This is an optimization exercise on Yosys and OpenROAD, whose aim is a short achievable clock period and few clock cycles per item, not a production implementation.
Where RTL was checked, it was by simulation tests only, not by an equivalence proof against the original.

==> maple: inputs <==
Design rv_mini, start of the top module:
module rv_mini (
    input  logic        clk,
    input  logic        rst_n,
    output logic [31:0] wb_adr,
    output logic [31:0] wb_dat_w,
    output logic [3:0]  wb_sel,
    output logic        wb_we,
    output logic        wb_cyc,
    output logic        wb_stb,
    input  logic [31:0] wb_dat_r,
    input  logic        wb_ack,
    output logic        retire_valid,
    output logic [31:0] retire_pc,
    output logic [4:0]  retire_rd,
    output logic        retire_reg_wen,
    output logic [31:0] retire_data,
    output logic        halted
);
clock: 10.0 ns
lec_check: 0
abc_clock_period_in_ps: 3000
cap_margin: 20
core_margin: 2
core_utilization: 60
place_density: 0.72
setup_slack_margin: 5
slew_margin: 20
standard.sh (not shown) runs the stock make flow with config.mk's settings and CLKGATE_MAP_FILE= SYNTH_SCRIPT=/design/flow/synth_recipe.tcl, a recipe that flattens the netlist after the stock synthesis.
==> flow/flow/run.sh <==
#!/bin/bash
# The standard layout (the standard.sh: standard synthesis, floorplan,
# place, CTS, route, finish) with two changes to how timing is repaired:
# the repair keeps a larger setup margin, so that it keeps optimising below
# the 10 ns clock, and the port buffers start as buf_4 cells instead of the
# delay cells buffer_ports picks by default. Every port still gets its
# buffer; constraints and clock are the design's.
set -euo pipefail
bash standard.sh SETUP_SLACK_MARGIN=7.2 "BUFFER_PORTS_ARGS=-buffer_cell sky130_fd_sc_hd__buf_4" finish > standard_flow.log 2>&1
==> nickel (differences from maple) <==
--- a/flow/design.v
+++ b/flow/design.v
@@ -117,18 +117,16 @@
 endmodule
 `default_nettype wire
 `default_nettype none
 module rv_mini_regfile (
     input  logic                  clk,
     input  logic                  rst_n,
     input  rv_mini_pkg::reg_idx_t raddr1,
     input  rv_mini_pkg::reg_idx_t raddr2,
-    input  logic [31:0]           rsel1,     
-    input  logic [31:0]           rsel2,
     output rv_mini_pkg::word_t    rdata1,
     output rv_mini_pkg::word_t    rdata2,
     input  rv_mini_pkg::reg_idx_t raddr3,    
     output rv_mini_pkg::word_t    rdata3,
     input  logic                  wen,
     input  rv_mini_pkg::reg_idx_t waddr,
     input  rv_mini_pkg::word_t    wdata
 );
@@ -140,24 +138,21 @@
             end
         end else if (wen && (waddr != '0)) begin
             regs[waddr] <= wdata;
         end
     end
     logic byp1, byp2;
     assign byp1 = wen && (waddr == raddr1) && (raddr1 != '0);
     assign byp2 = wen && (waddr == raddr2) && (raddr2 != '0);
-    always_comb begin
-        rdata1 = byp1 ? wdata : '0;
-        rdata2 = byp2 ? wdata : '0;
-        for (int i = 1; i < 32; i++) begin
-            rdata1 = rdata1 | (regs[i] & {32{rsel1[i] && !byp1}});
-            rdata2 = rdata2 | (regs[i] & {32{rsel2[i] && !byp2}});
-        end
-    end
+    rv_mini_pkg::word_t ao1, ao2;
+    assign ao1 = (raddr1 == '0) ? '0 : regs[raddr1];
+    assign ao2 = (raddr2 == '0) ? '0 : regs[raddr2];
+    assign rdata1 = byp1 ? wdata : ao1;
+    assign rdata2 = byp2 ? wdata : ao2;
     logic [31:0] sel3;
     assign sel3 = 32'd1 << raddr3;
     always_comb begin
         rdata3 = '0;
         for (int i = 1; i < 32; i++) begin
             rdata3 = rdata3 | (regs[i] & {32{sel3[i]}});
         end
     end
@@ -172,19 +167,17 @@
     input  logic                capture,
     input  logic                push,
     input  rv_mini_pkg::word_t  push_inst,
     input  logic                push_tag,
     input  logic                pop,
     input  logic                flush,
     output logic [DEPTH-1:0]    valid,
     output logic [DEPTH*32-1:0] inst,     
-    output logic [DEPTH-1:0]    tag,      
-    output logic [31:0]         sel1,     
-    output logic [31:0]         sel2      
+    output logic [DEPTH-1:0]    tag       
 );
     logic [DEPTH-1:0]    v_sh;      
     logic [DEPTH-1:0]    slot;      
     logic [DEPTH*32-1:0] inst_sh;   
     assign inst_sh = {32'b0, inst[DEPTH*32-1:32]};
     always_comb begin
         v_sh = pop ? (valid >> 1) : valid;
         slot = ~v_sh & {v_sh[DEPTH-2:0], 1'b1};
@@ -194,25 +187,16 @@
             valid <= '0;
         end else begin
             for (int i = 0; i < DEPTH; i++) begin
                 valid[i] <= v_sh[i] || (push && slot[i]);
             end
         end
     end
     always_ff @(posedge clk) begin
-        if (capture && slot[0]) begin
-            sel1 <= 32'd1 << push_inst[19:15];
-            sel2 <= 32'd1 << push_inst[24:20];
-        end else if (pop) begin
-            sel1 <= 32'd1 << inst[32+15 +: 5];
-            sel2 <= 32'd1 << inst[32+20 +: 5];
-        end
-    end
-    always_ff @(posedge clk) begin
         for (int i = 0; i < DEPTH; i++) begin
             if (capture && slot[i]) begin
                 inst[32*i +: 32] <= push_inst;
                 tag[i]           <= push_tag;
             end else if (pop) begin
                 inst[32*i +: 32] <= inst_sh[32*i +: 32];
                 tag[i]           <= (i < DEPTH - 1) ? tag[(i + 1) % DEPTH] : 1'b0;
             end
@@ -239,16 +223,17 @@
     output logic [4:0]  retire_rd,
     output logic        retire_reg_wen,
     output logic [31:0] retire_data,
     output logic        halted
 );
     localparam int unsigned N = rv_mini_pkg::IQ_DEPTH;
     logic                  b_cyc;
     rv_mini_pkg::addr_t    b_adr;
+    rv_mini_pkg::addr_t    f_adr;      
     rv_mini_pkg::word_t    b_dat;
     rv_mini_pkg::sel_t     b_sel;
     logic                  b_we;
     logic                  b_fetch;    
     logic                  b_disc;     
     logic                  b_load;     
     logic                  b_store;    
     rv_mini_pkg::reg_idx_t b_rd;
@@ -264,16 +249,19 @@
     rv_mini_pkg::reg_idx_t q_rd;
     logic                  q_wen;
     logic                  q_lbu;
     logic [1:0]            q_off;
     rv_mini_pkg::addr_t    fpc;
     logic                  e_v;
     logic                  e_add, e_lui, e_jalr, e_lw, e_lbu, e_sw, e_sb, e_ebreak;
     logic                  e_res;      
+    logic                  e_ld, e_st;    
+    logic                  e_oth;         
+    logic                  e_jr;          
     logic                  e_wen;
     logic                  e_use1, e_use2;
     rv_mini_pkg::reg_idx_t e_rd, e_rs1, e_rs2;
     rv_mini_pkg::word_t    e_opa, e_addb, e_ops;
     rv_mini_pkg::addr_t    nrp;
     logic                  w_we;
     rv_mini_pkg::reg_idx_t w_rd;
     logic                  w_isld, w_isj;
@@ -292,31 +280,28 @@
     logic q_ld, load_out, mem_out;
     assign q_ld     = q_v && q_load;
     assign load_out = b_load || q_ld;
     assign mem_out  = b_load || b_store || q_v;
     logic               iq_push, iq_pop, iq_flush;
     logic [N-1:0]       iq_v;
     logic [N*32-1:0]    iq_inst;
     logic [N-1:0]       iq_res;      
-    logic [31:0]        d_sel1, d_sel2;
     rv_mini_seq #(.DEPTH(N)) i_iq (
         .clk       (clk),
         .rst_n     (rst_n),
         .capture   (f_cur),
         .push      (iq_push),
         .push_inst (wb_dat_r),
         .push_tag  (jf_ok),
         .pop       (iq_pop),
         .flush     (iq_flush),
         .valid     (iq_v),
         .inst      (iq_inst),
-        .tag       (iq_res),
-        .sel1      (d_sel1),
-        .sel2      (d_sel2)
+        .tag       (iq_res)
     );
     logic d_addi, d_add, d_lui, d_jalr, d_lw, d_lbu, d_sw, d_sb, d_ebreak;
     logic d_wen, d_use1, d_use2;
     rv_mini_pkg::reg_idx_t d_rd, d_rs1, d_rs2;
     rv_mini_pkg::word_t d_imm;
     rv_mini_idu i_idu (
         .inst      (iq_inst[31:0]),
         .is_addi   (d_addi),
@@ -339,39 +324,35 @@
     rv_mini_pkg::word_t rf_a, rf_b, rf_j;
     logic rf_rst_n;
     always_ff @(posedge clk) rf_rst_n <= rst_n;
     rv_mini_regfile i_rf (
         .clk    (clk),
         .rst_n  (rf_rst_n),
         .raddr1 (d_rs1),
         .raddr2 (d_rs2),
-        .rsel1  (d_sel1),
-        .rsel2  (d_sel2),
         .rdata1 (rf_a),
         .rdata2 (rf_b),
         .raddr3 (wb_dat_r[19:15]),
         .rdata3 (rf_j),
         .wen    (w_we),
         .waddr  (w_rd),
         .wdata  (w_data)
     );
     logic stop_fetch;
     always_comb begin
-        stop_fetch = halt_q || (e_v && ((e_jalr && !e_res) || e_ebreak));
+        stop_fetch = halt_q || (e_v && (e_jr || e_ebreak));
         for (int i = 0; i < N; i++) begin
             if (iq_v[i] && (((iq_inst[32*i +: 7] == rv_mini_pkg::OP_JALR) && (iq_inst[32*i+12 +: 3] == 3'b000) && !iq_res[i]) ||
                             (iq_inst[32*i +: 32] == rv_mini_pkg::EBREAK_W))) begin
                 stop_fetch = 1'b1;
             end
         end
     end
-    logic e_ld, e_st, e_mem, e_byte;
-    assign e_ld   = e_lw || e_lbu;
-    assign e_st   = e_sw || e_sb;
+    logic e_mem, e_byte;
     assign e_mem  = e_ld || e_st;
     assign e_byte = e_lbu || e_sb;
     rv_mini_pkg::addr_t link;
     assign link = nrp + 32'd4;    
     rv_mini_pkg::word_t x_sum, x_res, x_dat;
     rv_mini_pkg::sel_t  x_sel;
     rv_mini_exu i_exu (
         .opa      (e_opa),
@@ -386,24 +367,22 @@
         .st_dat   (x_dat),
         .st_sel   (x_sel)
     );
     logic pend1, pend2, e_rdy, e_go, e_memgo, e_jgo, e_alu;
     assign pend1 = (b_load && b_wen && (b_rd == e_rs1)) || (q_ld && q_wen && (q_rd == e_rs1));
     assign pend2 = (b_load && b_wen && (b_rd == e_rs2)) || (q_ld && q_wen && (q_rd == e_rs2));
     assign e_rdy = !(e_use1 && pend1) && !(e_use2 && pend2);
     always_comb begin
-        if (e_ld)          e_go = !q_v;
-        else if (e_st)     e_go = !q_v && !load_out;
-        else if (e_ebreak) e_go = !mem_out;
-        else               e_go = !load_out;
-        e_go = e_go && e_v && e_rdy && !halt_q;
+        e_go = e_v && e_rdy &&
+               ((e_ld && !q_v) || (e_st && !q_v && !load_out) ||
+                (e_ebreak && !mem_out) || (e_oth && !load_out));
     end
     assign e_memgo = e_go && e_mem;
-    assign e_jgo   = e_go && e_jalr && !e_res;
+    assign e_jgo   = e_go && e_jr;
     assign e_alu   = e_go && !e_ld;           
     logic f_space, fetch_ok;
     assign f_space  = f_cur ? !iq_v[N-2] : !iq_v[N-1];
     logic ack_stop;
     assign ack_stop = f_cur && wb_ack &&
                       (((wb_dat_r[6:0] == rv_mini_pkg::OP_JALR) && (wb_dat_r[14:12] == 3'b000)) ||
                        (wb_dat_r[6:0] == 7'b1110011));
     assign fetch_ok = f_space && !stop_fetch && !ack_stop;
@@ -437,17 +416,17 @@
         jf_base <= jf_fw ? (e_jalr ? link : x_sum) : jf_wb ? w_data : rf_j;
         jf_imm  <= {{20{wb_dat_r[31]}}, wb_dat_r[31:20]};
     end
     assign jf_fw  = e_alu && e_wen && (e_rd == j_rs1);
     assign jf_wb  = w_we && (w_rd == j_rs1);    
     assign jf_sum = jf_base + jf_imm;
     assign jf_tgt = {jf_sum[31:1], 1'b0};
     rv_mini_pkg::addr_t b_adr4, nfa, j_tgt;
-    assign b_adr4 = b_adr + 32'd4;
+    assign b_adr4 = f_adr + 32'd4;
     assign nfa    = f_cur ? b_adr4 : fpc;
     assign j_tgt  = {x_sum[31:1], 1'b0};
     rv_mini_pkg::addr_t x_adr;
     assign x_adr = {x_sum[31:2], x_sum[1] && e_jalr, 1'b0};
     always_ff @(posedge clk) begin
         if (!rst_n) begin
             fpc <= RESET_PC;
         end else if (e_jgo) begin
@@ -457,16 +436,17 @@
         end else if (f_cur) begin
             fpc <= b_adr4;
         end
     end
     always_ff @(posedge clk) begin
         if (!rst_n) begin
             b_cyc   <= 1'b1;            
             b_adr   <= RESET_PC;
+            f_adr   <= RESET_PC;
             b_dat   <= '0;
             b_sel   <= 4'b1111;
             b_we    <= 1'b0;
             b_fetch <= 1'b1;
             b_disc  <= 1'b0;
             b_load  <= 1'b0;
             b_store <= 1'b0;
         end else if (free) begin
@@ -496,25 +476,25 @@
                 b_store <= e_st;
                 b_rd    <= e_rd;
                 b_wen   <= e_wen;
                 b_lbu   <= e_lbu;
                 b_off   <= x_sum[1:0];
             end else if (e_jgo || jf_v || fetch_ok) begin
                 b_cyc   <= 1'b1;
                 b_adr   <= e_jgo ? x_adr : jf_v ? jf_tgt : nfa;
+                f_adr   <= e_jgo ? x_adr : jf_v ? jf_tgt : nfa;
                 b_sel   <= 4'b1111;
                 b_we    <= 1'b0;
                 b_fetch <= 1'b1;
                 b_disc  <= 1'b0;
                 b_load  <= 1'b0;
                 b_store <= 1'b0;
             end else begin
-                b_cyc   <= 1'b0;
-                b_we    <= 1'b0;
+                b_cyc   <= 1'b0;                
                 b_fetch <= 1'b0;
                 b_disc  <= 1'b0;
                 b_load  <= 1'b0;
                 b_store <= 1'b0;
             end
         end else if (e_jgo) begin
             b_disc <= b_disc || b_fetch;   
         end
@@ -550,93 +530,118 @@
     assign iq_pop   = d_go;
     rv_mini_pkg::word_t ld_val;
     rv_mini_wbu i_wbu (
         .dat_r    (wb_dat_r),
         .byte_off (b_off),
         .is_byte  (b_lbu),
         .load_val (ld_val)
     );
-    logic fe1, fe2, fl1, fl2, hl1, hl2;
+    logic fe1, fe2;
     assign fe1 = e_alu && e_wen && (e_rd == d_rs1);
     assign fe2 = e_alu && e_wen && (e_rd == d_rs2);
-    assign fl1 = ld_ack && b_wen && (b_rd == d_rs1);
-    assign fl2 = ld_ack && b_wen && (b_rd == d_rs2);
-    assign hl1 = ld_ack && b_wen && (b_rd == e_rs1);
-    assign hl2 = ld_ack && b_wen && (b_rd == e_rs2);
-    rv_mini_pkg::word_t d_a, d_b, n_opa, n_addb, n_ops;
-    logic               s_opa, s_addb, s_ops;
-    assign d_a = (fe1 && e_jalr) ? link : fl1 ? ld_val : rf_a;
-    assign d_b = (fe2 && e_jalr) ? link : fl2 ? ld_val : rf_b;
+    rv_mini_pkg::word_t o_opa, o_addb, o_ops;
+    logic               s_opa, s_addb, s_ops;     
+    logic               l_opa, l_addb, l_ops;     
+    logic               m1, m2;                   
+    assign m1 = b_load && b_wen && (d_go ? (b_rd == d_rs1) : ((b_rd == e_rs1) && e_use1));
+    assign m2 = b_load && b_wen && (d_go ? (b_rd == d_rs2) : (b_rd == e_rs2));
+    assign s_opa  = d_go && !d_lui && fe1 && !e_jalr;
+    assign s_addb = d_go && d_add && fe2 && !e_jalr;
+    assign s_ops  = d_go && fe2 && !e_jalr;
+    assign l_opa  = wb_ack && m1 && !(d_go && d_lui);
+    assign l_addb = wb_ack && m2 && (d_go ? d_add : e_add);
+    assign l_ops  = wb_ack && m2;
     always_comb begin
         if (d_go) begin
-            n_opa  = d_lui ? 32'd0 : d_a;
-            n_addb = d_add ? d_b : d_imm;
-            n_ops  = d_b;
+            o_opa  = d_lui ? 32'd0 : (fe1 && e_jalr) ? link : rf_a;
+            o_addb = !d_add ? d_imm : (fe2 && e_jalr) ? link : rf_b;
+            o_ops  = (fe2 && e_jalr) ? link : rf_b;
         end else begin
-            n_opa  = (hl1 && e_use1) ? ld_val : e_opa;
-            n_addb = (hl2 && e_add) ? ld_val : e_addb;
-            n_ops  = hl2 ? ld_val : e_ops;
+            o_opa  = e_opa;
+            o_addb = e_addb;
+            o_ops  = e_ops;
         end
     end
-    assign s_opa  = d_go && !d_lui && fe1 && !e_jalr;
-    assign s_addb = d_go && d_add && fe2 && !e_jalr;
-    assign s_ops  = d_go && fe2 && !e_jalr;
     always_ff @(posedge clk) begin
         if (!rst_n) begin
             e_v <= 1'b0;
         end else if (d_go) begin
             e_v <= 1'b1;
         end else if (e_go) begin
             e_v <= 1'b0;
         end
     end
     always_ff @(posedge clk) begin
-        if (d_go) begin
+        if (!rst_n) begin
+            e_add    <= 1'b0;
+            e_lui    <= 1'b0;
+            e_jalr   <= 1'b0;
+            e_lw     <= 1'b0;
+            e_lbu    <= 1'b0;
+            e_sw     <= 1'b0;
+            e_sb     <= 1'b0;
+            e_ebreak <= 1'b0;
+            e_res    <= 1'b0;
+            e_ld     <= 1'b0;
+            e_st     <= 1'b0;
+            e_oth    <= 1'b0;
+            e_jr     <= 1'b0;
+            e_wen    <= 1'b0;
+            e_use1   <= 1'b0;
+            e_use2   <= 1'b0;
+            e_rd     <= '0;
+            e_rs1    <= '0;
+            e_rs2    <= '0;
+        end else if (d_go) begin
             e_add    <= d_add;
             e_lui    <= d_lui;
             e_jalr   <= d_jalr;
             e_lw     <= d_lw;
             e_lbu    <= d_lbu;
             e_sw     <= d_sw;
             e_sb     <= d_sb;
             e_ebreak <= d_ebreak;
             e_res    <= iq_res[0];
+            e_ld     <= d_lw || d_lbu;
+            e_st     <= d_sw || d_sb;
+            e_oth    <= !(d_lw || d_lbu || d_sw || d_sb || d_ebreak);
+            e_jr     <= d_jalr && !iq_res[0];
             e_wen    <= d_wen;
             e_use1   <= d_use1;
             e_use2   <= d_use2;
             e_rd     <= d_rd;
             e_rs1    <= d_rs1;
             e_rs2    <= d_rs2;
         end
     end
     always_ff @(posedge clk) begin
         if (!rst_n) begin
             e_opa  <= '0;
             e_addb <= '0;
             e_ops  <= '0;
         end else begin
-            e_opa  <= s_opa  ? x_sum : n_opa;
-            e_addb <= s_addb ? x_sum : n_addb;
-            e_ops  <= s_ops  ? x_sum : n_ops;
+            e_opa  <= s_opa  ? x_sum : l_opa  ? ld_val : o_opa;
+            e_addb <= s_addb ? x_sum : l_addb ? ld_val : o_addb;
+            e_ops  <= s_ops  ? x_sum : l_ops  ? ld_val : o_ops;
         end
     end
     always_ff @(posedge clk) begin
         if (!rst_n) begin
             w_we     <= 1'b0;
             ro_valid <= 1'b0;
             halt_q   <= 1'b0;
             nrp      <= RESET_PC;
         end else begin
             w_we     <= (ld_ack && b_wen) || (e_alu && e_wen);
             ro_valid <= ld_ack || e_alu;
             if (e_alu && e_ebreak) halt_q <= 1'b1;
             if (ld_ack || e_alu) nrp <= (e_alu && e_jalr) ? j_tgt : link;
         end
-        w_rd   <= b_load ? b_rd : e_rd;
+        w_rd   <= b_load ? b_rd : (e_rd & {5{e_wen}});    
         w_isld <= b_load;
         w_isj  <= e_jalr;
         w_ld   <= ld_val;
         w_alu  <= x_sum;
         w_link <= link;
         ro_pc   <= nrp;
         ro_rd   <= b_load ? b_rd : e_rd;
         ro_wen  <= b_load ? b_wen : e_wen;
- CORE_UTILIZATION: 60 -> 40
- PLACE_DENSITY: 0.72 -> 0.6
==> comparison table <==
Fraction of the yosys area taken by sequential cells: nickel 50.61%; maple 53.45%
Number of sinks handled by clock tree synthesis: nickel 1,735; maple 1,716
Synth Area in Compound Gates: nickel 13.37%; maple 22.74%
Gpl congestion: nickel 1.031; maple 1.153
Gate count of the mapped netlist: nickel 7,972; maple 8,641
Starting density of the core: nickel 40.25%; maple 60.42%
XOR/XNOR Fraction of Synth Area: nickel 1.633%; maple 1.832%
Post-synthesis instance area: nickel 92,540 um^2; maple 87,950 um^2
Cell area after placement: nickel 98,090 um^2; maple 93,040 um^2
Area share of and/or/nand/nor cells after synthesis: nickel 11.65%; maple 15.01%
Number of enable-type register cells in the synthesized netlist: nickel 1,209; maple 1,265
Resize count post-CTS: nickel 1,891; maple 2,202
Number of cell rows: nickel 176; maple 140
Width of the chip: nickel 485.0 um; maple 386.9 um
Outcome: nickel finished clean; maple aborted with a tool error
Stage where the flow stopped: nickel -; maple 5_1_grt
Post-synth top area share: nickel 39.23%; maple 43.19%
Synthesized area per cell: nickel 11.61 um^2; maple 10.18 um^2
Flop and latch count out of synthesis: nickel 1,735; maple 1,716
HPWL after detailed placement: nickel 305,100 um; maple 326,200 um
Multiplexer area fraction after synthesis: nickel 18.03%; maple 2.191%
Post-placement setup slack: nickel 4.496 ns; maple 4.695 ns
Y dimension of the die: nickel 485.0 um; maple 386.9 um
Instance count after placement with tap cells included: nickel 10,770; maple 10,310
Post-synthesis share of cell area spent on full adders, half adders and majority gates: nickel 0.8951%; maple 0.9417%
Buffers inserted by post-CTS timing repair: nickel 622; maple 705
Testbench counts of nickel, summed over its fixed seeds: cycles 58,330, insts 21,500.
Function not checked in maple: the RTL went through the layout flow alone.

-- re-timing with driven ports --
The results above use ideal ports. As a check the final layout listed here was re-extracted and re-timed, cells and wires unchanged.
Step 1 (the two cells are an assumption about what drives the block):
set clk [get_ports {clk}]
set_driving_cell -lib_cell sky130_fd_sc_hd__clkbuf_16 $clk
set_driving_cell -lib_cell sky130_fd_sc_hd__buf_2 [delete_from_list [all_inputs] $clk]
Step 2, shift: input delay + t, output delay - t, t = (earliest + latest rising clock arrival at the registers) / 2. This alone moves slack from input paths to output paths.
Slacks: no drivers / after step 1 / after step 2; pairs: no drivers / after step 1.
run: nickel
t, ns: 0.987
slack for setup (ns): 6.462 / 6.415 / 5.428
hold WS [ns]: 0.416 / 0.416 / 0.416
worst register clock-pin slew, ns: 0.07 / 0.07
worst data-port slew with drivers (ns): 0.20
After both steps setup and hold are still met in nickel. For nickel, drivers alone change the setup slack by -0.047 ns; drivers and shift together by -1.034 ns.
